What follows belongs to an exercise in optimizing a design on an open flow for small area, a short achievable clock period and few clock cycles; a production flow would make more cautious choices.
Function was checked by simulation only, so behaviour that the tests miss may differ from the original.

==> v30: inputs <==
## mm_sys_top
module mm_sys_top (
  input  wire                          arm_clk,
  input  wire                          rst,
  input  wire                          job_valid,
  input  wire [3:0]                    job_m,
  input  wire [3:0]                    job_n,
  input  wire [3:0]                    job_p,
  input  wire                          data_valid,
  input  wire [31:0]                   data_word,
  output logic                         result_valid,
  output logic [31:0]                  result_data,
  output logic                         busy,
  output logic                         done
);
==> module mm_sys_top, before the edit <==
module mm_sys_top (
  input  wire                          arm_clk,
  input  wire                          rst,
  input  wire                          job_valid,
  input  wire [3:0]                    job_m,
  input  wire [3:0]                    job_n,
  input  wire [3:0]                    job_p,
  input  wire                          data_valid,
  input  wire [31:0]                   data_word,
  output logic                         result_valid,
  output logic [31:0]                  result_data,
  output logic                         busy,
  output logic                         done
);
  localparam logic [1:0] PH_F = 2'd0;   
  localparam logic [1:0] PH_W = 2'd1;   
  localparam logic [1:0] PH_O = 2'd2;   
  localparam logic [1:0] PH_E = 2'd3;   
  logic [1:0] phase;
  logic [2:0] mm1, nm1, pm1;   
  logic [2:0] k;
  logic       g;
  logic [7:0] fi, fj;          
  logic       ov;              
  logic       op_last;         
  logic       v1, last1;
  logic       wload;           
  logic [7:0][7:0][7:0] fr;   
  logic [7:0][7:0][7:0] wc;   
  wire accept  = job_valid & ~busy;
  wire f_two   = mm1[2];    
  wire w_two   = pm1[2];    
  wire in_f    = busy & (phase == PH_F);
  wire ld_f    = in_f & data_valid;
  wire ld_w    = busy & wload & data_valid;
  wire f_end   = (g == f_two) & (k == nm1);
  wire w_end   = (g == w_two) & (k == nm1);
  wire w_start = ld_w & (k == nm1) & ~g;
  wire fetch   = busy & (phase == PH_O) & ~(wload & fj[4]);
  wire advance = fetch | w_start;   
  wire wrap_j  = |(fj & (8'b1 << pm1));
  wire last_f  = |(fi & (8'b1 << mm1)) & wrap_j;   
  always_ff @(posedge arm_clk or posedge rst) begin
    if (rst) begin
      busy         <= 1'b0;
      done         <= 1'b0;
      phase        <= PH_F;
      wload        <= 1'b0;
      ov           <= 1'b0;
      v1           <= 1'b0;
      last1        <= 1'b0;
      result_valid <= 1'b0;
    end else begin
      ov           <= advance;
      v1           <= ov;
      last1        <= ov & op_last;
      result_valid <= v1;
      done         <= last1;
      if (accept) begin
        busy  <= 1'b1;
        phase <= PH_F;
      end else if (last1) begin
        busy <= 1'b0;
      end
      if (ld_f && f_end) begin
        phase <= PH_W;
        wload <= 1'b1;
      end
      if (ld_w && w_end) wload <= 1'b0;
      if (w_start) phase <= PH_O;
      if (advance && last_f) phase <= PH_E;
    end
  end
  always_ff @(posedge arm_clk) begin
    if (accept) begin
      mm1 <= job_m[2:0] - 3'd1;
      nm1 <= job_n[2:0] - 3'd1;
      pm1 <= job_p[2:0] - 3'd1;
      k   <= 3'd0;
      g   <= 1'b0;
      fi  <= 8'd1;
      fj  <= 8'd1;
    end
    if (ld_f || ld_w) begin
      if (g == (ld_f ? f_two : w_two)) begin
        g <= 1'b0;
        k <= (k == nm1) ? 3'd0 : k + 3'd1;
      end else begin
        g <= 1'b1;
      end
    end
    if (advance) begin
      op_last <= last_f;
      fj      <= wrap_j ? 8'd1 : {fj[6:0], 1'b0};
      if (wrap_j) fi <= {fi[6:0], 1'b0};
    end
  end
  always_ff @(posedge arm_clk) begin
    for (int l = 0; l < 4; l++) begin
      for (int h = 0; h < 2; h++) begin
        if (ld_f && g == h[0]) begin
          fr[4*h+l][0] <= data_word[8*l +: 8];
          for (int q = 1; q < 8; q++) fr[4*h+l][q] <= fr[4*h+l][q-1];
        end
        if (ld_w && g == h[0]) begin
          wc[4*h+l][0] <= data_word[8*l +: 8];
          for (int q = 1; q < 8; q++) wc[4*h+l][q] <= wc[4*h+l][q-1];
        end
      end
    end
  end
  logic [7:0][7:0] frow_r, wcol_r;
  logic [7:0][7:0] frow, wcol;
  logic [7:0]      kmask;
  for (genvar q = 0; q < 8; q++) begin : g_mask
    assign kmask[q] = (q <= nm1);   
  end
  always_comb begin
    frow = '0;
    wcol = '0;
    for (int r = 0; r < 8; r++) begin
      frow = frow | (fr[r] & {64{fi[r]}});
      wcol = wcol | (wc[r] & {64{fj[r]}});
    end
  end
  always_ff @(posedge arm_clk) begin
    for (int q = 0; q < 8; q++) frow_r[q] <= frow[q] & {8{kmask[q]}};
    if (ld_w && !g) wcol_r <= {wc[0][6:0], data_word[7:0]};
    else            wcol_r <= wcol;
  end
  logic [18:0] sum;
  mm_engine u_dot (.clk(arm_clk), .f(frow_r), .w(wcol_r), .res(sum));
  always_ff @(posedge arm_clk) result_data <= {{13{sum[18]}}, sum};
endmodule
clock: 10.0 ns
lec_check: 0
abc_area: 1
abc_clock_period_in_ps: 3000
cap_margin: 20
cell_pad_in_sites_detail_placement: 1
core_margin: 2
core_utilization: 30
cts_cluster_diameter: 150
cts_cluster_size: 20
place_density: 0.4
slew_margin: 20
synth_memory_max_bits: 16384
setup_slack_margin: 6.3
standard.sh (not shown) runs the stock make flow with config.mk's settings and CLKGATE_MAP_FILE= SYNTH_SCRIPT=/design/flow/synth_recipe.tcl, a recipe that flattens the netlist after the stock synthesis.
==> flow/flow/run.sh <==
#!/bin/bash
set -e
echo "export SETUP_SLACK_MARGIN = 6.3" >> config.mk
bash standard.sh > standard.log 2>&1
==> v10 (differences from v30) <==
--- a/flow/design.v
+++ b/flow/design.v
@@ -3205,3 +3205,2 @@
   logic [7:0] fi, fj;          
-  logic       ov;              
   logic       op_last;         
@@ -3220,6 +3219,6 @@
   wire w_start = ld_w & (k == nm1) & ~g;
-  wire fetch   = busy & (phase == PH_O) & ~(wload & fj[4]);
-  wire advance = fetch | w_start;   
+  wire stall   = wload & fj[4];
+  wire issue   = busy & (phase == PH_O) & ~stall;
+  wire advance = issue | w_start;   
   wire wrap_j  = |(fj & (8'b1 << pm1));
-  wire last_f  = |(fi & (8'b1 << mm1)) & wrap_j;   
   always_ff @(posedge arm_clk or posedge rst) begin
@@ -3230,3 +3229,2 @@
       wload        <= 1'b0;
-      ov           <= 1'b0;
       v1           <= 1'b0;
@@ -3235,5 +3233,4 @@
     end else begin
-      ov           <= advance;
-      v1           <= ov;
-      last1        <= ov & op_last;
+      v1           <= issue;
+      last1        <= issue & op_last;
       result_valid <= v1;
@@ -3252,3 +3249,3 @@
       if (w_start) phase <= PH_O;
-      if (advance && last_f) phase <= PH_E;
+      if (issue && op_last) phase <= PH_E;
     end
@@ -3274,3 +3271,3 @@
     if (advance) begin
-      op_last <= last_f;
+      op_last <= |(fi & (8'b1 << mm1)) & wrap_j;
       fj      <= wrap_j ? 8'd1 : {fj[6:0], 1'b0};
@@ -3309,4 +3306,4 @@
     for (int q = 0; q < 8; q++) frow_r[q] <= frow[q] & {8{kmask[q]}};
-    if (ld_w && !g) wcol_r <= {wc[0][6:0], data_word[7:0]};
-    else            wcol_r <= wcol;
+    if (issue)          wcol_r <= wcol;
+    else if (ld_w && !g) wcol_r <= {wcol_r[6:0], data_word[7:0]};
   end
- ABC_AREA: 1 -> unset
- CORE_UTILIZATION: 30 -> 60
- CTS_CLUSTER_DIAMETER: 150 -> unset
- CTS_CLUSTER_SIZE: 20 -> unset
- PLACE_DENSITY: 0.4 -> 0.7
==> qor summary <==
item                                                                          v30             v10
Run status                                                         finished clean  finished clean
TritonCTS sink count                                                        1,293           1,292
Reg-to-reg slack, setup                                                   6.38 ns         5.92 ns
Most used cell along the critical path                                     buf_12            fa_1
Met1 Track Usage GR                                                         25.8%           48.5%
DPL Wire Length                                                        130,000 µm      114,000 µm
Post-synthesis register bit count                                           1,293           1,292
EDFF count, synth                                                           1,043           1,107
Fraction of area in multi-input gates                                       29.3%           29.5%
Final standard cell count with taps included and fillers excluded           7,699           5,525
PostCTS Resize Cnt                                                             82              68
Number of signal-net buffers in the layout                                    134             245
Share of Yosys cell area claimed by the top area cell type                  51.8%           56.2%
Met2 Track Usage GR                                                         27.9%           65.2%
Number of combinational gates with multiple inputs                          2,519           1,900
Clk cell area share                                                         3.32%           6.16%
Placed cell count                                                           7,549           5,142
Seq area share                                                              54.7%           54.9%
Post-synth net total                                                        5,598           4,449
Testbench counts of v30, summed over its fixed seeds: cycles 5,136.
Testbench counts of v10, summed over its fixed seeds: cycles 5,136.

-- re-timing with driven ports --
No port has a modelled driver above. Below, the same layouts with a new extraction and two added sets of constraints. Step 1 sets driving cells, clkbuf_16 on the clock port and buf_2 on the other inputs (assumed; they add their load-dependent delay and slew). Step 2, shift: input delay + t, output delay - t, t = (earliest + latest rising clock arrival at the registers) / 2. This alone moves slack from input paths to output paths. Three values: no drivers, after step 1, after step 2; two values: the first two.
| run | t (ns) | setup slack, ns | clock arrival spread, ns | pins driven straight from the clock port |
|---|---|---|---|---|
| v30 | 0.793 | 6.341 / 6.292 / 5.599 | 0.056 / 0.056 | 1 |
| v10 | 0.850 | 5.921 / 5.921 / 5.413 | 0.064 / 0.064 | 1 |
After both steps every run listed still meets setup and hold. For v30, which loses most, drivers alone change the setup slack by -0.049 ns; drivers and shift together by -0.742 ns.
